From an optimization exercise on the open Yosys and OpenROAD flow, aimed at small area and a short achievable clock period; shortcuts taken in it are not production practice.
At most, simulation tests tie the RTL to the original design; equivalence was not proved.
Function not checked in run 2: the RTL went through the layout flow alone.
Power figures rest on the tool's default switching activity, not on a simulated workload.

==> flow/design.v (outline; a module is shown in full before it is edited, if it fits) <==
// module pulse_timer: 22 lines
// module reset_req_fsm: 55 lines
// module mult_pipe: 886 lines
// module mult_fa: 10 lines
// module mult_ha: 9 lines
// module coproc_top: 87 lines
// module uptime_ha: 9 lines
module coproc_top (
  input  logic                CLOCK_50,
  input  logic                hps_fpga_reset_n,
  input  logic [word_w-1:0]   in_readdata,
  input  logic                in_waitrequest,
  output logic                in_read,
  output logic [word_w-1:0]   out_writedata,
  output logic                out_write,
  input  logic                out_waitrequest,
  input  logic [2:0]          reset_req,
  output logic                cold_reset,
  output logic                warm_reset,
  output logic                debug_reset,
  output logic [uptime_w-1:0] status_count,
  output logic [led_w-1:0]    ledr
);
  // ...
==> flow/flow/run.sh <==
#!/bin/bash
# Layout flow: the standard ORFS flow, with the port buffers that the
# placement step inserts made from sky130_fd_sc_hd__buf_1, which the timing
# repair may then resize, instead of the delay-cell buffer the resizer picks.
set -euo pipefail
bash standard.sh "BUFFER_PORTS_ARGS=-buffer_cell sky130_fd_sc_hd__buf_1" finish > orfs_make.log 2>&1
==> flow/standard.sh <==
#!/bin/bash
# synth_recipe.tcl (not shown) runs the flow's synth.tcl, then flattens the netlist and writes it again
# the make line also repeats each setting of config.mk as NAME=value (left out here)
make -C /OpenROAD-flow-scripts/flow DESIGN_CONFIG=/design/flow/config.mk WORK_HOME=/design/flow/orfs CLKGATE_MAP_FILE= SYNTH_SCRIPT=/design/flow/synth_recipe.tcl "${@:-finish}"
==> flow/config.mk <==
export PLATFORM = sky130hd
export DESIGN_NAME = coproc_top
export DESIGN_NICKNAME = coproc_top
export VERILOG_FILES = /design/flow/design.v
export SDC_FILE = /design/flow/constraint.sdc
export NUM_CORES = 4
export LEC_CHECK = 0
export CAP_MARGIN = 20
export CORE_MARGIN = 2
export CORE_UTILIZATION = 55
export SETUP_SLACK_MARGIN = 3.7
export SLEW_MARGIN = 20
export SYNTH_HIERARCHICAL = 1
==> flow/constraint.sdc <==
create_clock -name core_clock -period 6.8 [get_ports {CLOCK_50}]
set_input_delay 1.3600 -clock core_clock [delete_from_list [all_inputs] [get_ports {CLOCK_50}]]
set_output_delay 1.3600 -clock core_clock [all_outputs]
set_load 0.01 [all_outputs]
==> metrics.md, run 1 <==
| Metric | Value |
|---|---|
| Top post-synthesis cells by count | 152 x xnor2_1, 149 x edfxtp_1, 120 x a22oi_1 |
| Pre-CTS setup slack | 3.16 ns |
| Crit-path max cell delay | 0.11 ns |
| Fin cells | 1534 |
| Hold path startpoint | cold_req_inst.req_q$_DFF_PN0_ |
| Biggest regs | mult_inst.s1_q (77), mult_inst.p_q (32), uptime_q (32) |
| Top routing layer in use | met4 |
| Status | no timing/DRC/antenna violations |
| DP HPWL | 19900 um |
| Global-route wire length before repair | 46500 um |
| Largest class | multi-input combinational cells |
| Iter 0 DRT Violations | 571 |
| Well Taps | 330 |
| RD Place Congestion | 0.884 |
| Grt met1 use | 0.322 |
| WP buf/inv | 2 |
| # IOs | 118 |
| Yosys Warn Count | 16 |
| Data buffer area share | 0.0581 |
| Worst Hold Class | register to register |
| Core area | 25000 sq um |
| Synth Area in Simple Gates | 0.0564 |
| P_sw | 0.00380 W |
| Slowest library cell on the worst path | buf_6 |
| Complex-gate fraction of the synthesized area | 0.115 |
| Yosys reg bits | 202 |
| Crit path capture | in_read |
| CTS clk-pin slew, worst paths | 0.06 ns |
| Synth cell types | 59 |
| Post-synth top area share | 0.322 |
| Commonest non-fill, non-tap cells in the layout | 152 x xnor2_1, 149 x edfxtp_1, 120 x a22oi_1 |
| Gr busiest metal | met2 |
| Crit-path max FO | 5 |
| Root Driver | clkbuf_16 |
==> module mult_pipe, before the edit <==
module mult_pipe #(
  parameter int stages = mult_stages    
) (
  input  logic              CLOCK_50,
  input  logic              hps_fpga_reset_n,
  input  logic [word_w-1:0] in_readdata,
  input  logic              in_waitrequest,
  output logic              in_read,
  output logic [word_w-1:0] out_writedata,
  output logic              out_write,
  input  logic              out_waitrequest
);
  logic              stall;
  logic [2:0]        vld_q;           
  logic [15:0]       op_b;            
  logic [16:0]       b_ext;           
  logic [15:0]       a_q;
  logic [7:0]        one_q, two_q, neg_q;
  logic              one8_q;
  logic [7:0]        one_d, two_d, neg_d;
  logic [76:0]       s1_d, s1_q;
  logic [27:0]       x2, y2;
  logic [word_w-1:0] p_d, p_q;
  assign stall   = out_waitrequest;
  assign in_read = !in_waitrequest && !stall;
  always_ff @(posedge CLOCK_50 or negedge hps_fpga_reset_n) begin
    if (!hps_fpga_reset_n) begin
      vld_q <= '0;
    end else if (!stall) begin
      vld_q <= {vld_q[1:0], in_read};
    end
  end
  assign op_b  = in_readdata[word_w-1:operand_w];
  assign b_ext = {op_b, 1'b0};
  always_comb begin
    for (int i = 0; i < 8; i++) begin
      one_d[i] = b_ext[2*i+1] ^ b_ext[2*i];
      two_d[i] = (b_ext[2*i+2] & !b_ext[2*i+1] & !b_ext[2*i]) |
                 (!b_ext[2*i+2] & b_ext[2*i+1] & b_ext[2*i]);
      neg_d[i] = b_ext[2*i+2];
    end
  end
  logic pp1;
  logic pp2;
  logic pp3;
  logic pp4;
  logic pp5;
  logic pp6;
  logic pp7;
  logic pp8;
  logic pp9;
  logic pp10;
  logic pp11;
  logic pp12;
  logic pp13;
  logic pp14;
  logic pp15;
  logic pp16;
  logic pp17;
  logic ns18;
  logic pp19;
  logic pp20;
  logic pp21;
  logic pp22;
  logic pp23;
  logic pp24;
  logic pp25;
  logic pp26;
  logic pp27;
  logic pp28;
  logic pp29;
  logic pp30;
  logic pp31;
  logic pp32;
  logic pp33;
  logic pp34;
  logic pp35;
  logic ns36;
  logic pp37;
  logic pp38;
  logic pp39;
  logic pp40;
  logic pp41;
  logic pp42;
  logic pp43;
  logic pp44;
  logic pp45;
  logic pp46;
  logic pp47;
  logic pp48;
  logic pp49;
  logic pp50;
  logic pp51;
  logic pp52;
  logic pp53;
  logic ns54;
  logic pp55;
  logic pp56;
  logic pp57;
  logic pp58;
  logic pp59;
  logic pp60;
  logic pp61;
  logic pp62;
  logic pp63;
  logic pp64;
  logic pp65;
  logic pp66;
  logic pp67;
  logic pp68;
  logic pp69;
  logic pp70;
  logic pp71;
  logic ns72;
  logic pp73;
  logic pp74;
  logic pp75;
  logic pp76;
  logic pp77;
  logic pp78;
  logic pp79;
  logic pp80;
  logic pp81;
  logic pp82;
  logic pp83;
  logic pp84;
  logic pp85;
  logic pp86;
  logic pp87;
  logic pp88;
  logic pp89;
  logic ns90;
  logic pp91;
  logic pp92;
  logic pp93;
  logic pp94;
  logic pp95;
  logic pp96;
  logic pp97;
  logic pp98;
  logic pp99;
  logic pp100;
  logic pp101;
  logic pp102;
  logic pp103;
  logic pp104;
  logic pp105;
  logic pp106;
  logic pp107;
  logic ns108;
  logic pp109;
  logic pp110;
  logic pp111;
  logic pp112;
  logic pp113;
  logic pp114;
  logic pp115;
  logic pp116;
  logic pp117;
  logic pp118;
  logic pp119;
  logic pp120;
  logic pp121;
  logic pp122;
  logic pp123;
  logic pp124;
  logic pp125;
  logic ns126;
  logic pp127;
  logic pp128;
  logic pp129;
  logic pp130;
  logic pp131;
  logic pp132;
  logic pp133;
  logic pp134;
  logic pp135;
  logic pp136;
  logic pp137;
  logic pp138;
  logic pp139;
  logic pp140;
  logic pp141;
  logic pp142;
  logic pp143;
  logic ns144;
  logic pp145;
  logic pp146;
  logic pp147;
  logic pp148;
  logic pp149;
  logic pp150;
  logic pp151;
  logic pp152;
  logic pp153;
  logic pp154;
  logic pp155;
  logic pp156;
  logic pp157;
  logic pp158;
  logic pp159;
  logic pp160;
  logic s161;
  logic c162;
  logic s163;
  logic c164;
  logic s165;
  logic c166;
  logic s167;
  logic c168;
  logic s169;
  logic c170;
  logic s171;
  logic c172;
  logic s173;
  logic c174;
  logic s175;
  logic c176;
  logic s177;
  logic c178;
  logic s179;
  logic c180;
  logic s181;
  logic c182;
  logic s183;
  logic c184;
  logic s185;
  logic c186;
  logic s187;
  logic c188;
  logic s189;
  logic c190;
  logic s191;
  logic c192;
  logic s193;
  logic c194;
  logic s195;
  logic c196;
  logic s197;
  logic c198;
  logic s199;
  logic c200;
  logic s201;
  logic c202;
  logic s203;
  logic c204;
  logic s205;
  logic c206;
  logic s207;
  logic c208;
  logic s209;
  logic c210;
  logic s211;
  logic c212;
  logic s213;
  logic c214;
  logic s215;
  logic c216;
  logic s217;
  logic c218;
  logic s219;
  logic c220;
  logic s221;
  logic c222;
  logic s223;
  logic c224;
  logic s225;
  logic c226;
  logic s227;
  logic c228;
  logic s229;
  logic c230;
  logic s231;
  logic c232;
  logic s233;
  logic c234;
  logic s235;
  logic c236;
  logic s237;
  logic c238;
  logic s239;
  logic c240;
  logic s241;
  logic c242;
  logic s243;
  logic c244;
  logic s245;
  logic c246;
  logic s247;
  logic c248;
  logic s249;
  logic c250;
  logic s251;
  logic c252;
  logic s253;
  logic c254;
  logic s255;
  logic c256;
  logic s257;
  logic c258;
  logic s259;
  logic c260;
  logic s261;
  logic c262;
  logic s263;
  logic c264;
  logic s265;
  logic c266;
  logic s267;
  logic c268;
  logic s269;
  logic c270;
  logic s271;
  logic c272;
  logic s273;
  logic c274;
  logic s275;
  logic c276;
  logic s277;
  logic c278;
  logic s279;
  logic c280;
  logic s281;
  logic c282;
  logic s283;
  logic c284;
  logic s285;
  logic c286;
  logic s287;
  logic c288;
  logic s289;
  logic c290;
  logic s291;
  logic c292;
  logic s293;
  logic c294;
  logic s295;
  logic c296;
  logic s297;
  logic c298;
  logic s299;
  logic c300;
  logic s301;
  logic c302;
  logic s303;
  logic c304;
  logic s305;
  logic c306;
  logic s307;
  logic c308;
  logic s309;
  logic c310;
  logic s311;
  logic c312;
  logic s313;
  logic c314;
  logic s315;
  logic c316;
  logic s317;
  logic c318;
  logic s319;
  logic c320;
  logic s321;
  logic c322;
  logic s323;
  logic c324;
  logic s325;
  logic c326;
  logic s327;
  logic c328;
  logic s329;
  logic c330;
  logic s331;
  logic c332;
  logic s333;
  logic c334;
  logic s335;
  logic c336;
  logic s337;
  logic c338;
  logic s339;
  logic c340;
  logic s341;
  logic c342;
  logic s343;
  logic c344;
  logic s345;
  logic c346;
  logic s347;
  logic c348;
  logic s349;
  logic c350;
  logic s351;
  logic c352;
  logic s353;
  logic c354;
  logic s355;
  logic c356;
  logic s357;
  logic c358;
  logic s359;
  logic c360;
  logic s361;
  logic c362;
  logic s363;
  logic c364;
  logic s365;
  logic c366;
  logic s367;
  logic c368;
  logic s369;
  logic c370;
  logic s371;
  logic c372;
  logic s373;
  logic c374;
  logic s375;
  logic c376;
  logic s377;
  logic c378;
  logic s379;
  logic c380;
  logic s381;
  logic c382;
  logic s383;
  logic c384;
  logic s385;
  logic c386;
  logic s387;
  logic c388;
  logic s389;
  logic c390;
  logic s391;
  logic c392;
  logic s393;
  logic c394;
  logic s395;
  logic c396;
  logic s397;
  logic c398;
  logic s399;
  logic c400;
  logic s401;
  logic c402;
  logic s403;
  logic c404;
  logic s405;
  logic c406;
  logic s409;
  logic c410;
  logic s411;
  logic c412;
  logic s413;
  logic c414;
  logic s415;
  logic c416;
  logic s417;
  logic c418;
  logic s419;
  logic c420;
  logic s421;
  logic c422;
  logic s423;
  logic c424;
  logic s425;
  logic c426;
  logic s427;
  logic c428;
  logic s429;
  logic c430;
  logic s431;
  logic c432;
  logic s433;
  logic c434;
  logic s435;
  logic c436;
  logic s437;
  logic c438;
  logic s439;
  logic c440;
  logic s441;
  logic c442;
  logic s443;
  logic c444;
  logic s445;
  logic c446;
  logic s447;
  logic c448;
  logic s449;
  logic c450;
  logic s451;
  logic c452;
  logic s453;
  logic c454;
  logic s455;
  logic c456;
  logic s457;
  logic c458;
  logic s459;
  logic c460;
  logic s461;
  logic c462;
  logic s463;
  logic c464;
  logic s465;
  logic c466;
  logic s467;
  logic c468;
  logic s469;
  logic c470;
  logic s471;
  logic c472;
  logic s473;
  logic c474;
  logic s475;
  logic c476;
  logic s477;
  logic c478;
  logic s479;
  logic c480;
  logic s481;
  logic c482;
  logic s483;
  logic c484;
  logic s485;
  logic c486;
  logic s487;
  logic c488;
  logic s489;
  logic c490;
  logic s491;
  logic c492;
  logic s493;
  logic c494;
  assign pp1 = ((one_q[0] & a_q[0])) ^ neg_q[0];
  assign pp2 = ((one_q[0] & a_q[1]) | (two_q[0] & a_q[0])) ^ neg_q[0];
  assign pp3 = ((one_q[0] & a_q[2]) | (two_q[0] & a_q[1])) ^ neg_q[0];
  assign pp4 = ((one_q[0] & a_q[3]) | (two_q[0] & a_q[2])) ^ neg_q[0];
  assign pp5 = ((one_q[0] & a_q[4]) | (two_q[0] & a_q[3])) ^ neg_q[0];
  assign pp6 = ((one_q[0] & a_q[5]) | (two_q[0] & a_q[4])) ^ neg_q[0];
  assign pp7 = ((one_q[0] & a_q[6]) | (two_q[0] & a_q[5])) ^ neg_q[0];
  assign pp8 = ((one_q[0] & a_q[7]) | (two_q[0] & a_q[6])) ^ neg_q[0];
  assign pp9 = ((one_q[0] & a_q[8]) | (two_q[0] & a_q[7])) ^ neg_q[0];
  assign pp10 = ((one_q[0] & a_q[9]) | (two_q[0] & a_q[8])) ^ neg_q[0];
  assign pp11 = ((one_q[0] & a_q[10]) | (two_q[0] & a_q[9])) ^ neg_q[0];
  assign pp12 = ((one_q[0] & a_q[11]) | (two_q[0] & a_q[10])) ^ neg_q[0];
  assign pp13 = ((one_q[0] & a_q[12]) | (two_q[0] & a_q[11])) ^ neg_q[0];
  assign pp14 = ((one_q[0] & a_q[13]) | (two_q[0] & a_q[12])) ^ neg_q[0];
  assign pp15 = ((one_q[0] & a_q[14]) | (two_q[0] & a_q[13])) ^ neg_q[0];
  assign pp16 = ((one_q[0] & a_q[15]) | (two_q[0] & a_q[14])) ^ neg_q[0];
  assign pp17 = ((two_q[0] & a_q[15])) ^ neg_q[0];
  assign ns18 = ~neg_q[0];
  assign pp19 = ((one_q[1] & a_q[0])) ^ neg_q[1];
  assign pp20 = ((one_q[1] & a_q[1]) | (two_q[1] & a_q[0])) ^ neg_q[1];
  assign pp21 = ((one_q[1] & a_q[2]) | (two_q[1] & a_q[1])) ^ neg_q[1];
  assign pp22 = ((one_q[1] & a_q[3]) | (two_q[1] & a_q[2])) ^ neg_q[1];
  assign pp23 = ((one_q[1] & a_q[4]) | (two_q[1] & a_q[3])) ^ neg_q[1];
  assign pp24 = ((one_q[1] & a_q[5]) | (two_q[1] & a_q[4])) ^ neg_q[1];
  assign pp25 = ((one_q[1] & a_q[6]) | (two_q[1] & a_q[5])) ^ neg_q[1];
  assign pp26 = ((one_q[1] & a_q[7]) | (two_q[1] & a_q[6])) ^ neg_q[1];
  assign pp27 = ((one_q[1] & a_q[8]) | (two_q[1] & a_q[7])) ^ neg_q[1];
  assign pp28 = ((one_q[1] & a_q[9]) | (two_q[1] & a_q[8])) ^ neg_q[1];
  assign pp29 = ((one_q[1] & a_q[10]) | (two_q[1] & a_q[9])) ^ neg_q[1];
  assign pp30 = ((one_q[1] & a_q[11]) | (two_q[1] & a_q[10])) ^ neg_q[1];
  assign pp31 = ((one_q[1] & a_q[12]) | (two_q[1] & a_q[11])) ^ neg_q[1];
  assign pp32 = ((one_q[1] & a_q[13]) | (two_q[1] & a_q[12])) ^ neg_q[1];
  assign pp33 = ((one_q[1] & a_q[14]) | (two_q[1] & a_q[13])) ^ neg_q[1];
  assign pp34 = ((one_q[1] & a_q[15]) | (two_q[1] & a_q[14])) ^ neg_q[1];
  assign pp35 = ((two_q[1] & a_q[15])) ^ neg_q[1];
  assign ns36 = ~neg_q[1];
  assign pp37 = ((one_q[2] & a_q[0])) ^ neg_q[2];
  assign pp38 = ((one_q[2] & a_q[1]) | (two_q[2] & a_q[0])) ^ neg_q[2];
  assign pp39 = ((one_q[2] & a_q[2]) | (two_q[2] & a_q[1])) ^ neg_q[2];
  assign pp40 = ((one_q[2] & a_q[3]) | (two_q[2] & a_q[2])) ^ neg_q[2];
  assign pp41 = ((one_q[2] & a_q[4]) | (two_q[2] & a_q[3])) ^ neg_q[2];
  assign pp42 = ((one_q[2] & a_q[5]) | (two_q[2] & a_q[4])) ^ neg_q[2];
  assign pp43 = ((one_q[2] & a_q[6]) | (two_q[2] & a_q[5])) ^ neg_q[2];
  assign pp44 = ((one_q[2] & a_q[7]) | (two_q[2] & a_q[6])) ^ neg_q[2];
  assign pp45 = ((one_q[2] & a_q[8]) | (two_q[2] & a_q[7])) ^ neg_q[2];
  assign pp46 = ((one_q[2] & a_q[9]) | (two_q[2] & a_q[8])) ^ neg_q[2];
  assign pp47 = ((one_q[2] & a_q[10]) | (two_q[2] & a_q[9])) ^ neg_q[2];
  assign pp48 = ((one_q[2] & a_q[11]) | (two_q[2] & a_q[10])) ^ neg_q[2];
  assign pp49 = ((one_q[2] & a_q[12]) | (two_q[2] & a_q[11])) ^ neg_q[2];
  assign pp50 = ((one_q[2] & a_q[13]) | (two_q[2] & a_q[12])) ^ neg_q[2];
  assign pp51 = ((one_q[2] & a_q[14]) | (two_q[2] & a_q[13])) ^ neg_q[2];
  assign pp52 = ((one_q[2] & a_q[15]) | (two_q[2] & a_q[14])) ^ neg_q[2];
  assign pp53 = ((two_q[2] & a_q[15])) ^ neg_q[2];
  assign ns54 = ~neg_q[2];
  assign pp55 = ((one_q[3] & a_q[0])) ^ neg_q[3];
  assign pp56 = ((one_q[3] & a_q[1]) | (two_q[3] & a_q[0])) ^ neg_q[3];
  assign pp57 = ((one_q[3] & a_q[2]) | (two_q[3] & a_q[1])) ^ neg_q[3];
  assign pp58 = ((one_q[3] & a_q[3]) | (two_q[3] & a_q[2])) ^ neg_q[3];
  assign pp59 = ((one_q[3] & a_q[4]) | (two_q[3] & a_q[3])) ^ neg_q[3];
  assign pp60 = ((one_q[3] & a_q[5]) | (two_q[3] & a_q[4])) ^ neg_q[3];
  assign pp61 = ((one_q[3] & a_q[6]) | (two_q[3] & a_q[5])) ^ neg_q[3];
  assign pp62 = ((one_q[3] & a_q[7]) | (two_q[3] & a_q[6])) ^ neg_q[3];
  assign pp63 = ((one_q[3] & a_q[8]) | (two_q[3] & a_q[7])) ^ neg_q[3];
  assign pp64 = ((one_q[3] & a_q[9]) | (two_q[3] & a_q[8])) ^ neg_q[3];
  assign pp65 = ((one_q[3] & a_q[10]) | (two_q[3] & a_q[9])) ^ neg_q[3];
  assign pp66 = ((one_q[3] & a_q[11]) | (two_q[3] & a_q[10])) ^ neg_q[3];
  assign pp67 = ((one_q[3] & a_q[12]) | (two_q[3] & a_q[11])) ^ neg_q[3];
  assign pp68 = ((one_q[3] & a_q[13]) | (two_q[3] & a_q[12])) ^ neg_q[3];
  assign pp69 = ((one_q[3] & a_q[14]) | (two_q[3] & a_q[13])) ^ neg_q[3];
  assign pp70 = ((one_q[3] & a_q[15]) | (two_q[3] & a_q[14])) ^ neg_q[3];
  assign pp71 = ((two_q[3] & a_q[15])) ^ neg_q[3];
  assign ns72 = ~neg_q[3];
  assign pp73 = ((one_q[4] & a_q[0])) ^ neg_q[4];
  assign pp74 = ((one_q[4] & a_q[1]) | (two_q[4] & a_q[0])) ^ neg_q[4];
  assign pp75 = ((one_q[4] & a_q[2]) | (two_q[4] & a_q[1])) ^ neg_q[4];
  assign pp76 = ((one_q[4] & a_q[3]) | (two_q[4] & a_q[2])) ^ neg_q[4];
  assign pp77 = ((one_q[4] & a_q[4]) | (two_q[4] & a_q[3])) ^ neg_q[4];
  assign pp78 = ((one_q[4] & a_q[5]) | (two_q[4] & a_q[4])) ^ neg_q[4];
  assign pp79 = ((one_q[4] & a_q[6]) | (two_q[4] & a_q[5])) ^ neg_q[4];
  assign pp80 = ((one_q[4] & a_q[7]) | (two_q[4] & a_q[6])) ^ neg_q[4];
  assign pp81 = ((one_q[4] & a_q[8]) | (two_q[4] & a_q[7])) ^ neg_q[4];
  assign pp82 = ((one_q[4] & a_q[9]) | (two_q[4] & a_q[8])) ^ neg_q[4];
  assign pp83 = ((one_q[4] & a_q[10]) | (two_q[4] & a_q[9])) ^ neg_q[4];
  assign pp84 = ((one_q[4] & a_q[11]) | (two_q[4] & a_q[10])) ^ neg_q[4];
  assign pp85 = ((one_q[4] & a_q[12]) | (two_q[4] & a_q[11])) ^ neg_q[4];
  assign pp86 = ((one_q[4] & a_q[13]) | (two_q[4] & a_q[12])) ^ neg_q[4];
  assign pp87 = ((one_q[4] & a_q[14]) | (two_q[4] & a_q[13])) ^ neg_q[4];
  assign pp88 = ((one_q[4] & a_q[15]) | (two_q[4] & a_q[14])) ^ neg_q[4];
  assign pp89 = ((two_q[4] & a_q[15])) ^ neg_q[4];
  assign ns90 = ~neg_q[4];
  assign pp91 = ((one_q[5] & a_q[0])) ^ neg_q[5];
  assign pp92 = ((one_q[5] & a_q[1]) | (two_q[5] & a_q[0])) ^ neg_q[5];
  assign pp93 = ((one_q[5] & a_q[2]) | (two_q[5] & a_q[1])) ^ neg_q[5];
  assign pp94 = ((one_q[5] & a_q[3]) | (two_q[5] & a_q[2])) ^ neg_q[5];
  assign pp95 = ((one_q[5] & a_q[4]) | (two_q[5] & a_q[3])) ^ neg_q[5];
  assign pp96 = ((one_q[5] & a_q[5]) | (two_q[5] & a_q[4])) ^ neg_q[5];
  assign pp97 = ((one_q[5] & a_q[6]) | (two_q[5] & a_q[5])) ^ neg_q[5];
  assign pp98 = ((one_q[5] & a_q[7]) | (two_q[5] & a_q[6])) ^ neg_q[5];
  assign pp99 = ((one_q[5] & a_q[8]) | (two_q[5] & a_q[7])) ^ neg_q[5];
  assign pp100 = ((one_q[5] & a_q[9]) | (two_q[5] & a_q[8])) ^ neg_q[5];
  assign pp101 = ((one_q[5] & a_q[10]) | (two_q[5] & a_q[9])) ^ neg_q[5];
  assign pp102 = ((one_q[5] & a_q[11]) | (two_q[5] & a_q[10])) ^ neg_q[5];
  assign pp103 = ((one_q[5] & a_q[12]) | (two_q[5] & a_q[11])) ^ neg_q[5];
  assign pp104 = ((one_q[5] & a_q[13]) | (two_q[5] & a_q[12])) ^ neg_q[5];
  assign pp105 = ((one_q[5] & a_q[14]) | (two_q[5] & a_q[13])) ^ neg_q[5];
  assign pp106 = ((one_q[5] & a_q[15]) | (two_q[5] & a_q[14])) ^ neg_q[5];
  assign pp107 = ((two_q[5] & a_q[15])) ^ neg_q[5];
  assign ns108 = ~neg_q[5];
  assign pp109 = ((one_q[6] & a_q[0])) ^ neg_q[6];
  assign pp110 = ((one_q[6] & a_q[1]) | (two_q[6] & a_q[0])) ^ neg_q[6];
  assign pp111 = ((one_q[6] & a_q[2]) | (two_q[6] & a_q[1])) ^ neg_q[6];
  assign pp112 = ((one_q[6] & a_q[3]) | (two_q[6] & a_q[2])) ^ neg_q[6];
  assign pp113 = ((one_q[6] & a_q[4]) | (two_q[6] & a_q[3])) ^ neg_q[6];
  assign pp114 = ((one_q[6] & a_q[5]) | (two_q[6] & a_q[4])) ^ neg_q[6];
  assign pp115 = ((one_q[6] & a_q[6]) | (two_q[6] & a_q[5])) ^ neg_q[6];
  assign pp116 = ((one_q[6] & a_q[7]) | (two_q[6] & a_q[6])) ^ neg_q[6];
  assign pp117 = ((one_q[6] & a_q[8]) | (two_q[6] & a_q[7])) ^ neg_q[6];
  assign pp118 = ((one_q[6] & a_q[9]) | (two_q[6] & a_q[8])) ^ neg_q[6];
  assign pp119 = ((one_q[6] & a_q[10]) | (two_q[6] & a_q[9])) ^ neg_q[6];
  assign pp120 = ((one_q[6] & a_q[11]) | (two_q[6] & a_q[10])) ^ neg_q[6];
  assign pp121 = ((one_q[6] & a_q[12]) | (two_q[6] & a_q[11])) ^ neg_q[6];
  assign pp122 = ((one_q[6] & a_q[13]) | (two_q[6] & a_q[12])) ^ neg_q[6];
  assign pp123 = ((one_q[6] & a_q[14]) | (two_q[6] & a_q[13])) ^ neg_q[6];
  assign pp124 = ((one_q[6] & a_q[15]) | (two_q[6] & a_q[14])) ^ neg_q[6];
  assign pp125 = ((two_q[6] & a_q[15])) ^ neg_q[6];
  assign ns126 = ~neg_q[6];
  assign pp127 = ((one_q[7] & a_q[0])) ^ neg_q[7];
  assign pp128 = ((one_q[7] & a_q[1]) | (two_q[7] & a_q[0])) ^ neg_q[7];
  assign pp129 = ((one_q[7] & a_q[2]) | (two_q[7] & a_q[1])) ^ neg_q[7];
  assign pp130 = ((one_q[7] & a_q[3]) | (two_q[7] & a_q[2])) ^ neg_q[7];
  assign pp131 = ((one_q[7] & a_q[4]) | (two_q[7] & a_q[3])) ^ neg_q[7];
  assign pp132 = ((one_q[7] & a_q[5]) | (two_q[7] & a_q[4])) ^ neg_q[7];
  assign pp133 = ((one_q[7] & a_q[6]) | (two_q[7] & a_q[5])) ^ neg_q[7];
  assign pp134 = ((one_q[7] & a_q[7]) | (two_q[7] & a_q[6])) ^ neg_q[7];
  assign pp135 = ((one_q[7] & a_q[8]) | (two_q[7] & a_q[7])) ^ neg_q[7];
  assign pp136 = ((one_q[7] & a_q[9]) | (two_q[7] & a_q[8])) ^ neg_q[7];
  assign pp137 = ((one_q[7] & a_q[10]) | (two_q[7] & a_q[9])) ^ neg_q[7];
  assign pp138 = ((one_q[7] & a_q[11]) | (two_q[7] & a_q[10])) ^ neg_q[7];
  assign pp139 = ((one_q[7] & a_q[12]) | (two_q[7] & a_q[11])) ^ neg_q[7];
  assign pp140 = ((one_q[7] & a_q[13]) | (two_q[7] & a_q[12])) ^ neg_q[7];
  assign pp141 = ((one_q[7] & a_q[14]) | (two_q[7] & a_q[13])) ^ neg_q[7];
  assign pp142 = ((one_q[7] & a_q[15]) | (two_q[7] & a_q[14])) ^ neg_q[7];
  assign pp143 = ((two_q[7] & a_q[15])) ^ neg_q[7];
  assign ns144 = ~neg_q[7];
  assign pp145 = one8_q & a_q[0];
  assign pp146 = one8_q & a_q[1];
  assign pp147 = one8_q & a_q[2];
  assign pp148 = one8_q & a_q[3];
  assign pp149 = one8_q & a_q[4];
  assign pp150 = one8_q & a_q[5];
  assign pp151 = one8_q & a_q[6];
  assign pp152 = one8_q & a_q[7];
  assign pp153 = one8_q & a_q[8];
  assign pp154 = one8_q & a_q[9];
  assign pp155 = one8_q & a_q[10];
  assign pp156 = one8_q & a_q[11];
  assign pp157 = one8_q & a_q[12];
  assign pp158 = one8_q & a_q[13];
  assign pp159 = one8_q & a_q[14];
  assign pp160 = one8_q & a_q[15];
  assign s161 = ~ns18;
  assign c162 = ns18;
  assign s163 = ~pp147;
  assign c164 = pp147;
  mult_ha u_s165 (.a(neg_q[5]), .b(pp11), .s(s165), .co(c166));
  mult_ha u_s167 (.a(pp12), .b(pp28), .s(s167), .co(c168));
  mult_fa u_s169 (.a(neg_q[6]), .b(pp13), .c(pp29), .s(s169), .co(c170));
  mult_ha u_s171 (.a(pp45), .b(pp61), .s(s171), .co(c172));
  mult_fa u_s173 (.a(pp14), .b(pp30), .c(pp46), .s(s173), .co(c174));
  mult_ha u_s175 (.a(pp62), .b(pp78), .s(s175), .co(c176));
  mult_fa u_s177 (.a(neg_q[7]), .b(pp15), .c(pp31), .s(s177), .co(c178));
  mult_fa u_s179 (.a(pp47), .b(pp63), .c(pp79), .s(s179), .co(c180));
  mult_ha u_s181 (.a(pp95), .b(pp111), .s(s181), .co(c182));
  mult_fa u_s183 (.a(pp16), .b(pp32), .c(pp48), .s(s183), .co(c184));
  mult_fa u_s185 (.a(pp64), .b(pp80), .c(pp96), .s(s185), .co(c186));
  mult_ha u_s187 (.a(pp112), .b(pp128), .s(s187), .co(c188));
  mult_fa u_s189 (.a(pp145), .b(pp17), .c(pp33), .s(s189), .co(c190));
  mult_fa u_s191 (.a(pp49), .b(pp65), .c(pp81), .s(s191), .co(c192));
  mult_fa u_s193 (.a(pp97), .b(pp113), .c(pp129), .s(s193), .co(c194));
  mult_fa u_s195 (.a(pp146), .b(s161), .c(pp34), .s(s195), .co(c196));
  mult_fa u_s197 (.a(pp50), .b(pp66), .c(pp82), .s(s197), .co(c198));
  mult_fa u_s199 (.a(pp98), .b(pp114), .c(pp130), .s(s199), .co(c200));
  mult_fa u_s201 (.a(c162), .b(s163), .c(pp35), .s(s201), .co(c202));
  mult_fa u_s203 (.a(pp51), .b(pp67), .c(pp83), .s(s203), .co(c204));
  mult_fa u_s205 (.a(pp99), .b(pp115), .c(pp131), .s(s205), .co(c206));
  mult_fa u_s207 (.a(ns36), .b(pp148), .c(c164), .s(s207), .co(c208));
  mult_fa u_s209 (.a(pp52), .b(pp68), .c(pp84), .s(s209), .co(c210));
  mult_fa u_s211 (.a(pp100), .b(pp116), .c(pp132), .s(s211), .co(c212));
  assign s213 = ~(pp149 ^ pp53);
  assign c214 = pp149 | pp53;
  mult_fa u_s215 (.a(pp69), .b(pp85), .c(pp101), .s(s215), .co(c216));
  mult_ha u_s217 (.a(pp117), .b(pp133), .s(s217), .co(c218));
  mult_fa u_s219 (.a(ns54), .b(pp150), .c(pp70), .s(s219), .co(c220));
  mult_fa u_s221 (.a(pp86), .b(pp102), .c(pp118), .s(s221), .co(c222));
  assign s223 = ~(pp151 ^ pp71);
  assign c224 = pp151 | pp71;
  mult_ha u_s225 (.a(pp87), .b(pp103), .s(s225), .co(c226));
  mult_fa u_s227 (.a(ns72), .b(pp152), .c(pp88), .s(s227), .co(c228));
  assign s229 = ~pp153;
  assign c230 = pp153;
  mult_ha u_s231 (.a(neg_q[3]), .b(pp7), .s(s231), .co(c232));
  mult_ha u_s233 (.a(pp8), .b(pp24), .s(s233), .co(c234));
  mult_fa u_s235 (.a(neg_q[4]), .b(pp9), .c(pp25), .s(s235), .co(c236));
  mult_ha u_s237 (.a(pp41), .b(pp57), .s(s237), .co(c238));
  mult_fa u_s239 (.a(pp10), .b(pp26), .c(pp42), .s(s239), .co(c240));
  mult_ha u_s241 (.a(pp58), .b(pp74), .s(s241), .co(c242));
  mult_fa u_s243 (.a(pp27), .b(pp43), .c(pp59), .s(s243), .co(c244));
  mult_fa u_s245 (.a(pp75), .b(pp91), .c(s165), .s(s245), .co(c246));
  mult_fa u_s247 (.a(pp44), .b(pp60), .c(pp76), .s(s247), .co(c248));
  mult_fa u_s249 (.a(pp92), .b(c166), .c(s167), .s(s249), .co(c250));
  mult_fa u_s251 (.a(pp77), .b(pp93), .c(pp109), .s(s251), .co(c252));
  mult_fa u_s253 (.a(c168), .b(s171), .c(s169), .s(s253), .co(c254));
  mult_fa u_s255 (.a(pp94), .b(pp110), .c(c172), .s(s255), .co(c256));
  mult_fa u_s257 (.a(s175), .b(c170), .c(s173), .s(s257), .co(c258));
  mult_fa u_s259 (.a(pp127), .b(c176), .c(s181), .s(s259), .co(c260));
  mult_fa u_s261 (.a(c174), .b(s177), .c(s179), .s(s261), .co(c262));
  mult_fa u_s263 (.a(c182), .b(s187), .c(c178), .s(s263), .co(c264));
  mult_fa u_s265 (.a(c180), .b(s183), .c(s185), .s(s265), .co(c266));
  mult_fa u_s267 (.a(c188), .b(c184), .c(c186), .s(s267), .co(c268));
  mult_fa u_s269 (.a(s189), .b(s191), .c(s193), .s(s269), .co(c270));
  mult_fa u_s271 (.a(c190), .b(c192), .c(c194), .s(s271), .co(c272));
  mult_fa u_s273 (.a(s195), .b(s197), .c(s199), .s(s273), .co(c274));
  mult_fa u_s275 (.a(c196), .b(c198), .c(c200), .s(s275), .co(c276));
  mult_fa u_s277 (.a(s201), .b(s203), .c(s205), .s(s277), .co(c278));
  mult_fa u_s279 (.a(s207), .b(c202), .c(c204), .s(s279), .co(c280));
  mult_fa u_s281 (.a(c206), .b(s209), .c(s211), .s(s281), .co(c282));
  mult_fa u_s283 (.a(c208), .b(s217), .c(c210), .s(s283), .co(c284));
  mult_fa u_s285 (.a(c212), .b(s213), .c(s215), .s(s285), .co(c286));
  mult_fa u_s287 (.a(pp134), .b(c218), .c(c214), .s(s287), .co(c288));
  mult_fa u_s289 (.a(c216), .b(s219), .c(s221), .s(s289), .co(c290));
  mult_fa u_s291 (.a(pp119), .b(pp135), .c(s225), .s(s291), .co(c292));
  mult_fa u_s293 (.a(c220), .b(c222), .c(s223), .s(s293), .co(c294));
  mult_fa u_s295 (.a(pp104), .b(pp120), .c(pp136), .s(s295), .co(c296));
  mult_fa u_s297 (.a(c226), .b(c224), .c(s227), .s(s297), .co(c298));
  mult_fa u_s299 (.a(s229), .b(pp89), .c(pp105), .s(s299), .co(c300));
  mult_fa u_s301 (.a(pp121), .b(pp137), .c(c228), .s(s301), .co(c302));
  mult_fa u_s303 (.a(ns90), .b(pp154), .c(c230), .s(s303), .co(c304));
  mult_fa u_s305 (.a(pp106), .b(pp122), .c(pp138), .s(s305), .co(c306));
  assign s307 = ~(pp155 ^ pp107);
  assign c308 = pp155 | pp107;
  mult_ha u_s309 (.a(pp123), .b(pp139), .s(s309), .co(c310));
  mult_fa u_s311 (.a(ns108), .b(pp156), .c(pp124), .s(s311), .co(c312));
  assign s313 = ~pp157;
  assign c314 = pp157;
  mult_ha u_s315 (.a(neg_q[2]), .b(pp5), .s(s315), .co(c316));
  mult_ha u_s317 (.a(pp6), .b(pp22), .s(s317), .co(c318));
  mult_fa u_s319 (.a(pp23), .b(pp39), .c(pp55), .s(s319), .co(c320));
  mult_fa u_s321 (.a(pp40), .b(pp56), .c(c232), .s(s321), .co(c322));
  mult_fa u_s323 (.a(pp73), .b(c234), .c(s237), .s(s323), .co(c324));
  mult_fa u_s325 (.a(c238), .b(s241), .c(c236), .s(s325), .co(c326));
  mult_fa u_s327 (.a(c242), .b(c240), .c(s243), .s(s327), .co(c328));
  mult_fa u_s329 (.a(c244), .b(s247), .c(c246), .s(s329), .co(c330));
  mult_fa u_s331 (.a(c248), .b(s251), .c(c250), .s(s331), .co(c332));
  mult_fa u_s333 (.a(c252), .b(s255), .c(c254), .s(s333), .co(c334));
  mult_fa u_s335 (.a(c256), .b(s259), .c(c258), .s(s335), .co(c336));
  mult_fa u_s337 (.a(c260), .b(c262), .c(s263), .s(s337), .co(c338));
  mult_fa u_s339 (.a(c264), .b(c266), .c(s267), .s(s339), .co(c340));
  mult_fa u_s341 (.a(c268), .b(c270), .c(s271), .s(s341), .co(c342));
  mult_fa u_s343 (.a(c272), .b(c274), .c(s275), .s(s343), .co(c344));
  mult_fa u_s345 (.a(c276), .b(c278), .c(s279), .s(s345), .co(c346));
  mult_fa u_s347 (.a(c280), .b(c282), .c(s283), .s(s347), .co(c348));
  mult_fa u_s349 (.a(c284), .b(c286), .c(s287), .s(s349), .co(c350));
  mult_fa u_s351 (.a(s291), .b(c288), .c(c290), .s(s351), .co(c352));
  mult_fa u_s353 (.a(s295), .b(c292), .c(c294), .s(s353), .co(c354));
  mult_fa u_s355 (.a(c296), .b(s299), .c(c298), .s(s355), .co(c356));
  mult_fa u_s357 (.a(s303), .b(c300), .c(s305), .s(s357), .co(c358));
  mult_fa u_s359 (.a(c304), .b(s309), .c(c306), .s(s359), .co(c360));
  mult_fa u_s361 (.a(pp140), .b(c310), .c(c308), .s(s361), .co(c362));
  mult_fa u_s363 (.a(s313), .b(pp125), .c(pp141), .s(s363), .co(c364));
  mult_fa u_s365 (.a(ns126), .b(pp158), .c(c314), .s(s365), .co(c366));
  assign s367 = ~pp159;
  assign c368 = pp159;
  mult_ha u_s369 (.a(neg_q[1]), .b(pp3), .s(s369), .co(c370));
  mult_ha u_s371 (.a(pp4), .b(pp20), .s(s371), .co(c372));
  mult_fa u_s373 (.a(pp21), .b(pp37), .c(s315), .s(s373), .co(c374));
  mult_fa u_s375 (.a(pp38), .b(c316), .c(s317), .s(s375), .co(c376));
  mult_fa u_s377 (.a(c318), .b(s231), .c(s319), .s(s377), .co(c378));
  mult_fa u_s379 (.a(s233), .b(c320), .c(s321), .s(s379), .co(c380));
  mult_fa u_s381 (.a(s235), .b(c322), .c(s323), .s(s381), .co(c382));
  mult_fa u_s383 (.a(s239), .b(c324), .c(s325), .s(s383), .co(c384));
  mult_fa u_s385 (.a(s245), .b(c326), .c(s327), .s(s385), .co(c386));
  mult_ha u_s387 (.a(s307), .b(c358), .s(s387), .co(c388));
  mult_fa u_s389 (.a(s311), .b(c360), .c(s361), .s(s389), .co(c390));
  mult_fa u_s391 (.a(c312), .b(s363), .c(c362), .s(s391), .co(c392));
  mult_fa u_s393 (.a(pp142), .b(s365), .c(c364), .s(s393), .co(c394));
  mult_fa u_s395 (.a(s367), .b(c366), .c(pp143), .s(s395), .co(c396));
  mult_fa u_s397 (.a(ns144), .b(pp160), .c(c368), .s(s397), .co(c398));
  mult_ha u_s399 (.a(neg_q[0]), .b(pp1), .s(s399), .co(c400));
  mult_ha u_s401 (.a(pp2), .b(c400), .s(s401), .co(c402));
  mult_fa u_s403 (.a(pp19), .b(s369), .c(c402), .s(s403), .co(c404));
  mult_fa u_s405 (.a(c370), .b(s371), .c(c404), .s(s405), .co(c406));
  assign s1_d = {s397, c396, s395, c394, s393, c392, s391, c390, s389, c388, s359, s387, c356, s357, c302, s355, c354, s301, s353, c352, s297, s351, c350, s293, s349, c348, s289, s347, c346, s285, s345, c344, s281, s343, c342, s277, s341, c340, s273, s339, c338, s269, s337, c336, s265, s335, c334, s261, s333, c332, s257, s331, c330, s253, s329, c328, s249, c386, s385, c384, s383, c382, s381, c380, s379, c378, s377, c376, s375, c374, c406, s373, c372, s405, s403, s401, s399};
  mult_ha u_s409 (.a(s1_q[19]), .b(s1_q[20]), .s(s409), .co(c410));
  mult_ha u_s411 (.a(s1_q[23]), .b(s1_q[24]), .s(s411), .co(c412));
  mult_ha u_s413 (.a(s1_q[26]), .b(s1_q[27]), .s(s413), .co(c414));
  mult_ha u_s415 (.a(s1_q[29]), .b(s1_q[30]), .s(s415), .co(c416));
  mult_ha u_s417 (.a(s1_q[32]), .b(s1_q[33]), .s(s417), .co(c418));
  mult_ha u_s419 (.a(s1_q[35]), .b(s1_q[36]), .s(s419), .co(c420));
  mult_ha u_s421 (.a(s1_q[38]), .b(s1_q[39]), .s(s421), .co(c422));
  mult_ha u_s423 (.a(s1_q[41]), .b(s1_q[42]), .s(s423), .co(c424));
  mult_ha u_s425 (.a(s1_q[44]), .b(s1_q[45]), .s(s425), .co(c426));
  mult_ha u_s427 (.a(s1_q[47]), .b(s1_q[48]), .s(s427), .co(c428));
  mult_ha u_s429 (.a(s1_q[50]), .b(s1_q[51]), .s(s429), .co(c430));
  mult_ha u_s431 (.a(s1_q[53]), .b(s1_q[54]), .s(s431), .co(c432));
  mult_ha u_s433 (.a(s1_q[56]), .b(s1_q[57]), .s(s433), .co(c434));
  mult_ha u_s435 (.a(s1_q[59]), .b(s1_q[60]), .s(s435), .co(c436));
  mult_ha u_s437 (.a(s1_q[62]), .b(s1_q[63]), .s(s437), .co(c438));
  mult_ha u_s439 (.a(s1_q[4]), .b(s1_q[5]), .s(s439), .co(c440));
  mult_ha u_s441 (.a(s1_q[7]), .b(s1_q[8]), .s(s441), .co(c442));
  mult_ha u_s443 (.a(s1_q[9]), .b(s1_q[10]), .s(s443), .co(c444));
  mult_ha u_s445 (.a(s1_q[11]), .b(s1_q[12]), .s(s445), .co(c446));
  mult_ha u_s447 (.a(s1_q[13]), .b(s1_q[14]), .s(s447), .co(c448));
  mult_ha u_s449 (.a(s1_q[15]), .b(s1_q[16]), .s(s449), .co(c450));
  mult_ha u_s451 (.a(s1_q[17]), .b(s1_q[18]), .s(s451), .co(c452));
  mult_fa u_s453 (.a(s1_q[21]), .b(s1_q[22]), .c(s409), .s(s453), .co(c454));
  mult_fa u_s455 (.a(s1_q[25]), .b(c410), .c(s411), .s(s455), .co(c456));
  mult_fa u_s457 (.a(s1_q[28]), .b(c412), .c(s413), .s(s457), .co(c458));
  mult_fa u_s459 (.a(s1_q[31]), .b(c414), .c(s415), .s(s459), .co(c460));
  mult_fa u_s461 (.a(s1_q[34]), .b(c416), .c(s417), .s(s461), .co(c462));
  mult_fa u_s463 (.a(s1_q[37]), .b(c418), .c(s419), .s(s463), .co(c464));
  mult_fa u_s465 (.a(s1_q[40]), .b(c420), .c(s421), .s(s465), .co(c466));
  mult_fa u_s467 (.a(s1_q[43]), .b(c422), .c(s423), .s(s467), .co(c468));
  mult_fa u_s469 (.a(s1_q[46]), .b(c424), .c(s425), .s(s469), .co(c470));
  mult_fa u_s471 (.a(s1_q[49]), .b(c426), .c(s427), .s(s471), .co(c472));
  mult_fa u_s473 (.a(s1_q[52]), .b(c428), .c(s429), .s(s473), .co(c474));
  mult_fa u_s475 (.a(s1_q[55]), .b(c430), .c(s431), .s(s475), .co(c476));
  mult_fa u_s477 (.a(s1_q[58]), .b(c432), .c(s433), .s(s477), .co(c478));
  mult_fa u_s479 (.a(s1_q[61]), .b(c434), .c(s435), .s(s479), .co(c480));
  mult_fa u_s481 (.a(s1_q[64]), .b(c436), .c(s437), .s(s481), .co(c482));
  mult_fa u_s483 (.a(s1_q[65]), .b(s1_q[66]), .c(c438), .s(s483), .co(c484));
  mult_ha u_s485 (.a(s1_q[67]), .b(s1_q[68]), .s(s485), .co(c486));
  mult_ha u_s487 (.a(s1_q[69]), .b(s1_q[70]), .s(s487), .co(c488));
  mult_ha u_s489 (.a(s1_q[71]), .b(s1_q[72]), .s(s489), .co(c490));
  mult_ha u_s491 (.a(s1_q[73]), .b(s1_q[74]), .s(s491), .co(c492));
  mult_ha u_s493 (.a(s1_q[75]), .b(s1_q[76]), .s(s493), .co(c494));
  assign x2  = {c492, c490, c488, c486, c484, c482, c480, c478, c476, c474, c472, c470, c468, c466, c464, c462, c460, c458, c456, c454, c452, c450, c448, c446, c444, c442, c440, s439};
  assign y2  = {s493, s491, s489, s487, s485, s483, s481, s479, s477, s475, s473, s471, s469, s467, s465, s463, s461, s459, s457, s455, s453, s451, s449, s447, s445, s443, s441, s1_q[6]};
  assign p_d = {x2 + y2, {s1_q[3], s1_q[2], s1_q[1], s1_q[0]}};
  always_ff @(posedge CLOCK_50) begin
    if (!stall) begin
      a_q    <= in_readdata[operand_w-1:0];
      one_q  <= one_d;
      two_q  <= two_d;
      neg_q  <= neg_d;
      one8_q <= op_b[15];
      s1_q   <= s1_d;
      p_q    <= p_d;
    end
  end
  assign out_write     = vld_q[2];
  assign out_writedata = p_q;
endmodule
==> inputs of run 2 (changes only) <==
--- a/flow/design.v
+++ b/flow/design.v
@@ -113,7 +113,7 @@
   logic              one8_q;
   logic [7:0]        one_d, two_d, neg_d;
   logic [76:0]       s1_d, s1_q;
-  logic [27:0]       x2, y2;
+  logic [27:0]       x2, y2, sum2;
   logic [word_w-1:0] p_d, p_q;
   assign stall   = out_waitrequest;
   assign in_read = !in_waitrequest && !stall;
@@ -963,7 +963,150 @@
   mult_ha u_s493 (.a(s1_q[75]), .b(s1_q[76]), .s(s493), .co(c494));
   assign x2  = {c492, c490, c488, c486, c484, c482, c480, c478, c476, c474, c472, c470, c468, c466, c464, c462, c460, c458, c456, c454, c452, c450, c448, c446, c444, c442, c440, s439};
   assign y2  = {s493, s491, s489, s487, s485, s483, s481, s479, s477, s475, s473, s471, s469, s467, s465, s463, s461, s459, s457, s455, s453, s451, s449, s447, s445, s443, s441, s1_q[6]};
-  assign p_d = {x2 + y2, {s1_q[3], s1_q[2], s1_q[1], s1_q[0]}};
+  logic [27:0] g0, p0, cy;
+  assign g0 = x2 & y2;
+  assign p0 = x2 ^ y2;
+  logic bg1;
+  assign bg1 = g0[1] | (p0[1] & g0[0]);
+  logic bg2;
+  assign bg2 = g0[3] | (p0[3] & g0[2]);
+  logic bp2;
+  assign bp2 = p0[3] & p0[2];
+  logic bg3;
+  assign bg3 = g0[5] | (p0[5] & g0[4]);
+  logic bp3;
+  assign bp3 = p0[5] & p0[4];
+  logic bg4;
+  assign bg4 = g0[7] | (p0[7] & g0[6]);
+  logic bp4;
+  assign bp4 = p0[7] & p0[6];
+  logic bg5;
+  assign bg5 = g0[9] | (p0[9] & g0[8]);
+  logic bp5;
+  assign bp5 = p0[9] & p0[8];
+  logic bg6;
+  assign bg6 = g0[11] | (p0[11] & g0[10]);
+  logic bp6;
+  assign bp6 = p0[11] & p0[10];
+  logic bg7;
+  assign bg7 = g0[13] | (p0[13] & g0[12]);
+  logic bp7;
+  assign bp7 = p0[13] & p0[12];
+  logic bg8;
+  assign bg8 = g0[15] | (p0[15] & g0[14]);
+  logic bp8;
+  assign bp8 = p0[15] & p0[14];
+  logic bg9;
+  assign bg9 = g0[17] | (p0[17] & g0[16]);
+  logic bp9;
+  assign bp9 = p0[17] & p0[16];
+  logic bg10;
+  assign bg10 = g0[19] | (p0[19] & g0[18]);
+  logic bp10;
+  assign bp10 = p0[19] & p0[18];
+  logic bg11;
+  assign bg11 = g0[21] | (p0[21] & g0[20]);
+  logic bp11;
+  assign bp11 = p0[21] & p0[20];
+  logic bg12;
+  assign bg12 = g0[23] | (p0[23] & g0[22]);
+  logic bp12;
+  assign bp12 = p0[23] & p0[22];
+  logic bg13;
+  assign bg13 = g0[25] | (p0[25] & g0[24]);
+  logic bp13;
+  assign bp13 = p0[25] & p0[24];
+  logic bg14;
+  assign bg14 = g0[27] | (p0[27] & g0[26]);
+  logic bp14;
+  assign bp14 = p0[27] & p0[26];
+  logic bg15;
+  assign bg15 = bg2 | (bp2 & bg1);
+  logic bg16;
+  assign bg16 = bg4 | (bp4 & bg3);
+  logic bp16;
+  assign bp16 = bp4 & bp3;
+  logic bg17;
+  assign bg17 = bg6 | (bp6 & bg5);
+  logic bp17;
+  assign bp17 = bp6 & bp5;
+  logic bg18;
+  assign bg18 = bg8 | (bp8 & bg7);
+  logic bp18;
+  assign bp18 = bp8 & bp7;
+  logic bg19;
+  assign bg19 = bg10 | (bp10 & bg9);
+  logic bp19;
+  assign bp19 = bp10 & bp9;
+  logic bg20;
+  assign bg20 = bg12 | (bp12 & bg11);
+  logic bp20;
+  assign bp20 = bp12 & bp11;
+  logic bg21;
+  assign bg21 = bg14 | (bp14 & bg13);
+  logic bp21;
+  assign bp21 = bp14 & bp13;
+  logic bg22;
+  assign bg22 = bg16 | (bp16 & bg15);
+  logic bg23;
+  assign bg23 = bg18 | (bp18 & bg17);
+  logic bp23;
+  assign bp23 = bp18 & bp17;
+  logic bg24;
+  assign bg24 = bg20 | (bp20 & bg19);
+  logic bp24;
+  assign bp24 = bp20 & bp19;
+  logic bg25;
+  assign bg25 = bg23 | (bp23 & bg22);
+  logic bg26;
+  assign bg26 = bg24 | (bp24 & bg25);
+  logic bg27;
+  assign bg27 = bg17 | (bp17 & bg22);
+  logic bg28;
+  assign bg28 = bg19 | (bp19 & bg25);
+  logic bg29;
+  assign bg29 = bg21 | (bp21 & bg26);
+  logic bg30;
+  assign bg30 = bg3 | (bp3 & bg15);
+  logic bg31;
+  assign bg31 = bg5 | (bp5 & bg22);
+  logic bg32;
+  assign bg32 = bg7 | (bp7 & bg27);
+  logic bg33;
+  assign bg33 = bg9 | (bp9 & bg25);
+  logic bg34;
+  assign bg34 = bg11 | (bp11 & bg28);
+  logic bg35;
+  assign bg35 = bg13 | (bp13 & bg26);
+  logic bg36;
+  assign bg36 = g0[2] | (p0[2] & bg1);
+  logic bg37;
+  assign bg37 = g0[4] | (p0[4] & bg15);
+  logic bg38;
+  assign bg38 = g0[6] | (p0[6] & bg30);
+  logic bg39;
+  assign bg39 = g0[8] | (p0[8] & bg22);
+  logic bg40;
+  assign bg40 = g0[10] | (p0[10] & bg31);
+  logic bg41;
+  assign bg41 = g0[12] | (p0[12] & bg27);
+  logic bg42;
+  assign bg42 = g0[14] | (p0[14] & bg32);
+  logic bg43;
+  assign bg43 = g0[16] | (p0[16] & bg25);
+  logic bg44;
+  assign bg44 = g0[18] | (p0[18] & bg33);
+  logic bg45;
+  assign bg45 = g0[20] | (p0[20] & bg28);
+  logic bg46;
+  assign bg46 = g0[22] | (p0[22] & bg34);
+  logic bg47;
+  assign bg47 = g0[24] | (p0[24] & bg26);
+  logic bg48;
+  assign bg48 = g0[26] | (p0[26] & bg35);
+  assign cy = {bg48, bg35, bg47, bg26, bg46, bg34, bg45, bg28, bg44, bg33, bg43, bg25, bg42, bg32, bg41, bg27, bg40, bg31, bg39, bg22, bg38, bg30, bg37, bg15, bg36, bg1, g0[0], 1'b0};
+  assign sum2 = p0 ^ cy;
+  assign p_d = {sum2, {s1_q[3], s1_q[2], s1_q[1], s1_q[0]}};
   always_ff @(posedge CLOCK_50) begin
     if (!stall) begin
       a_q    <= in_readdata[operand_w-1:0];
--- a/flow/config.mk
+++ b/flow/config.mk
@@ -8,6 +8,8 @@
 export CAP_MARGIN = 20
 export CORE_MARGIN = 2
 export CORE_UTILIZATION = 55
+export CTS_BUF_LIST = sky130_fd_sc_hd__clkbuf_4
+export CTS_CLUSTER_SIZE = 24
 export SETUP_SLACK_MARGIN = 3.7
 export SLEW_MARGIN = 20
 export SYNTH_HIERARCHICAL = 1
==> metrics.md, run 2 <==
| Metric | Value |
|---|---|
| WP data required | 7.21 ns (was 5.44 ns) |
| Sink of the worst hold path | debug_req_inst.req_prev$_DFF_PN0_ (was cold_req_inst.req_prev$_DFF_PN0_) |
| Biggest register | mult_inst.s1_q (unchanged) |
| Post-Syn Area | 13500 sq um (was 13900 sq um) |
| Insertion delay to the later sink of the worst-skew pair | 0.68 ns (was 0.52 ns) |
| Reg-to-reg startpoint | mult_inst.s1_q[35]$_DFFE_PN_ (was mult_inst.s1_q[53]$_DFFE_PN_) |
| CTS buffer count | 55 (was 24) |
| Detail-routed via count per cell | 5.43 (was 5.65) |
| 1st-pass router iterations | 6 (was 5) |
| Grt total ovfl | 0 (unchanged) |
| Iter 0 DRT Violations | 640 (was 571) |
| Die height | 161 um (was 163 um) |
| Top post-synthesis cells by count | 149 x edfxtp_1, 148 x xnor2_1, 125 x fa_1 (was 152 x xnor2_1, 149 x edfxtp_1, 120 x a22oi_1) |
| FF-to-FF End | mult_inst.p_q[30]$_DFFE_PN_ (was mult_inst.p_q[29]$_DFFE_PN_) |
| Gr usage total | 0.215 (was 0.223) |
| Biggest regs | mult_inst.s1_q (77), mult_inst.p_q (32), uptime_q (32) (unchanged) |
| Commonest non-fill, non-tap cells in the layout | 149 x edfxtp_1, 148 x xnor2_1, 120 x a22oi_1 (was 152 x xnor2_1, 149 x edfxtp_1, 120 x a22oi_1) |
| Hold Fails Final Rpt | 0 (unchanged) |
| Largest net degree at the start of global routing | 66 (was 55) |
| Fin nets | 1420 (was 1448) |
| Cells after synthesis | 1017 (was 1094) |
| VDD IR-drop max | 0.277 mV (was 0.310 mV) |
| Seq/Total Area, Yosys | 0.429 (was 0.417) |
| DIE AREA | 25800 sq um (was 26600 sq um) |
| Max-Cap Viols | 0 (unchanged) |
| Final setup TNS | 0 ns (unchanged) |
| Core area | 24200 sq um (was 25000 sq um) |
| DP HPWL | 18000 um (was 19900 um) |
| Final ANT Viol Nets | 0 (unchanged) |
| Most common cell after layout, fill and taps aside | edfxtp_1 (was xnor2_1) |
| Clock sink count | 202 (unchanged) |
| Initial antenna violation count | 1 (was 0) |
| H-tree depth | 2 (was 1) |
| Critical path capture point type | register (was output pin) |
| Final period util | 0.519 (was 0.448) |
| Share of cells above drive strength 1 | 0.157 (was 0.113) |
| Global-route wire length before repair | 44000 um (was 46500 um) |
| Vias in the first global route | 8473 (was 8683) |
| Crit-path max cell delay | 0.48 ns (was 0.11 ns) |
| Rel. slew slack | 0.462 (was 0.502) |
| TritonCTS clock tree | done (unchanged) |
| Synth cell types | 47 (was 59) |
| Post-synth top area share | 0.331 (was 0.322) |
| Top cell type by total area after synthesis | edfxtp_1 (unchanged) |
| Via count | 8214 (was 8674) |
| Status | no timing/DRC/antenna violations (unchanged) |
| Final setup vio count | 0 (unchanged) |
| Layout area overhead | 13.4% (was 13.2%) |
| DR DRC count | 0 (unchanged) |
| Leakage Power | 6.24 nW (was 6.28 nW) |
| Synth async-reset ratio | 0.262 (unchanged) |
| Yosys Warn Count | 16 (unchanged) |
| Max FFs per register | 77 (unchanged) |
| Crit-path cells | ha_1, fa_1, ha_1, and2_4, nand3_2, a2111o_1, a211oi_4, nor4_2, o31ai_2, fa_1 (was buf_6, nor2_4, buf_6) |
| Synth top area cells | edfxtp_1 33%, fa_1 19%, ha_1 10%, dfrtp_1 9.8%, xnor2_1 9.6% (was edfxtp_1 32%, fa_1 16%, ha_1 10%, xnor2_1 9.6%, dfrtp_1 9.5%) |
| Post-Syn Nets | 1290 (was 1356) |
| # IOs | 118 (unchanged) |
| Worst-Margin Slew | 0.808 ns (was 0.746 ns) |
| Slew Limit Fails | 0 (unchanged) |
| Row Count | 57 (was 58) |
| Clock tree buffer depth | 3 (unchanged) |
| Setup CP Type | register to register (was input port to output pin) |
| Worst Hold Class | register to register (unchanged) |
| Flop2flop setup slack | 3.27 ns (was 3.77 ns) |
| Hold path startpoint | debug_req_inst.req_q$_DFF_PN0_ (was cold_req_inst.req_q$_DFF_PN0_) |
| Register area | 5800 sq um (unchanged) |
| Total Routed Length | 26900 um (was 29200 um) |
| Slowest library cell on the worst path | fa_1 (was buf_6) |
| WP buf/inv | 0 (was 2) |
| Delay-heaviest family, CP | adder cells (was buffers and inverters) |
| Max frequency | 283 MHz (was 328 MHz) |
| Multi-input logic area | 7280 sq um (was 7670 sq um) |
| Clk_skew | 0.0266 ns (was 0.0181 ns) |
| Root Driver | clkbuf_4 (was clkbuf_16) |
| Total power | 0.00752 W (was 0.00894 W) |
| PwrDens | 491 nW/um^2 (was 568 nW/um^2) |
| RSZ-0062 raised after global routing | yes (unchanged) |
| Initial Util | 0.557 (about the same) |
| RD Place Congestion | 0.817 (was 0.884) |
| IO Port Bufs | 117 (unchanged) |
| Post-layout min period | 3.53 ns (was 3.05 ns) |
| Mean Syn Cell Area | 13.3 sq um (was 12.7 sq um) |
| CP startpoint kind | register (was input port) |
| Hold slack | 0.364 ns (was 0.369 ns) |
| Most common cell in the synthesized netlist | edfxtp_1 (was xnor2_1) |
| Yosys reg bits | 202 (unchanged) |
| Number of enable flip-flop cells after synthesis | 149 (unchanged) |
| R2R depth | 10 (was 9) |
| CTS clk-pin slew, worst paths | 0.06 ns (about the same) |
| Crit-path max FO | 3 (was 5) |
| Fill cells | 1983 (was 2003) |
| Ys flop type | edfxtp_1 (unchanged) |
| Avg WL per Cell | 17.8 um (was 19.0 um) |
| Hold Path Depth | 0 (unchanged) |
| Die X | 161 um (was 163 um) |
| WP data arrival | 3.94 ns (was 1.69 ns) |
run 2: timing repair:
item	in CTS	in global routing
resized for setup	15	12
setup endpoints to repair	16	27
pin swaps	10	7
hold buffers	0	0
buffers inserted	2	39
run 2: per-module statistics from Yosys, one instance, submodules excluded, a selection:
module,cell area (sq um),times used,flip-flops and latches
coproc_top,963,1,32
mult_fa,20.0,111,0
mult_ha,12.5,47,0
uptime_ha,12.5,31,0
run 2: worst register-to-register path: stages (launching register included):
cell	delay, ns
edfxtp_1	0.37
ha_1	0.32
fa_1	0.48
ha_1	0.30
and2_4	0.16
nand3_2	0.06
a2111o_1	0.43
a211oi_4	0.34
nor4_2	0.07
o31ai_2	0.28
fa_1	0.47
run 2: cells by family after synthesis:
kind of cell	Yosys count	share of synthesized area
muxes	3	0.00241
DFF	202	0.429
buffers and inverters	150	0.0447
and+or+nand+nor	98	0.0428
adders and majority gates	234	0.286
AOI/OAI and AO/OA	172	0.0923
xor gates and xnor gates	158	0.102
run 2: cell type report:
| cell class | count | share of cell area |
|---|---|---|
| multi-input combinational | 665 | 0.475 |
| sequential | 202 | 0.379 |
| timing repair buffer | 166 | 0.0592 |
| clock buffer | 87 | 0.0426 |
| tap | 324 | 0.0265 |
| inverter | 57 | 0.0142 |
| clock inverter | 11 | 0.00351 |
| antenna | 1 | 0.000163 |
run 2: how the worst max path moves through the flow:
stage | from | end | slack [ns] | cells past startpoint
4_1_cts | mult_inst.s1_q[19]$_DFFE_PN_ | mult_inst.p_q[30]$_DFFE_PN_ | 3.23 | 10
6_report | mult_inst.s1_q[35]$_DFFE_PN_ | mult_inst.p_q[30]$_DFFE_PN_ | 3.27 | 10
3_3_place_gp | mult_inst.s1_q[19]$_DFFE_PN_ | mult_inst.p_q[30]$_DFFE_PN_ | 3.26 | 10
5_1_grt | mult_inst.s1_q[19]$_DFFE_PN_ | mult_inst.p_q[30]$_DFFE_PN_ | 3.12 | 10
2_1_floorplan | out_waitrequest | mult_inst.a_q[0]$_DFFE_PN_ | 2.90 | 1
3_5_place_dp | mult_inst.s1_q[19]$_DFFE_PN_ | mult_inst.p_q[30]$_DFFE_PN_ | 3.19 | 10
run 2: report_power, final:
part / internal [W] / switching [W] / leakage [nW]
combinational: 0.00199 / 0.00219 / 3.67
clock: 0.000578 / 0.000495 / 0.427
sequential: 0.00205 / 0.000220 / 2.14
run 2: through the flow:
| stage | area, sq um | cells | util | setup WS [ns] |
|---|---|---|---|---|
| 3_5_place_dp | 14100 | 1373 | 0.582 | 3.19 |
| 5_1_grt | 15300 | 1513 | 0.632 | 3.12 |
| 4_1_cts | 14900 | 1473 | 0.614 | 3.23 |
| 2_1_floorplan | 13600 | 1017 | - | 2.90 |
| 6_report | 15300 | 1513 | 0.632 | 3.27 |
| 3_3_place_gp | 14100 | 1373 | 0.582 | 3.26 |
run 2: metal layers:
layer / vias to the layer above / track usage / wire length (um)
li1: 3830 / - / -
met4: 0 / 0.0706 / 515
met2: 319 / 0.322 / 11800
met3: 44 / 0.0524 / 2060
met1: 4021 / 0.310 / 12400
met5: - / 0 / 0

[afterwards: timing with drivers on the ports]
Ports are ideal in the flow. The routed layouts listed here were re-timed in OpenROAD.
Step 1 (the two cells are an assumption about what drives the block):
set clk [get_ports {CLOCK_50}]
set_driving_cell -lib_cell sky130_fd_sc_hd__clkbuf_16 $clk
set_driving_cell -lib_cell sky130_fd_sc_hd__buf_2 [delete_from_list [all_inputs] $clk]
Step 2 times the ports against the registers' clock, not the clock port: input delays grow and output delays shrink by t, the midpoint of the rising clock arrivals with the driver on.
Three values: ideal ports, drivers, drivers and shift; two values: the first two.
| run | t (ns) | slack for setup (ns) | worst hold slack (ns) | worst slew at a driven data input, ns |
|---|---|---|---|---|
| run 1 | 0.564 | 3.754 / 3.721 / 3.721 | 0.369 / 0.369 / 0.369 | 0.04 |
| run 2 | 0.707 | 3.273 / 3.273 / 3.273 | 0.364 / 0.364 / 0.364 | 0.03 |
After both steps every run listed still meets setup and hold. For run 1, which loses most, drivers alone change the setup slack by -0.033 ns; drivers and shift together by -0.033 ns.
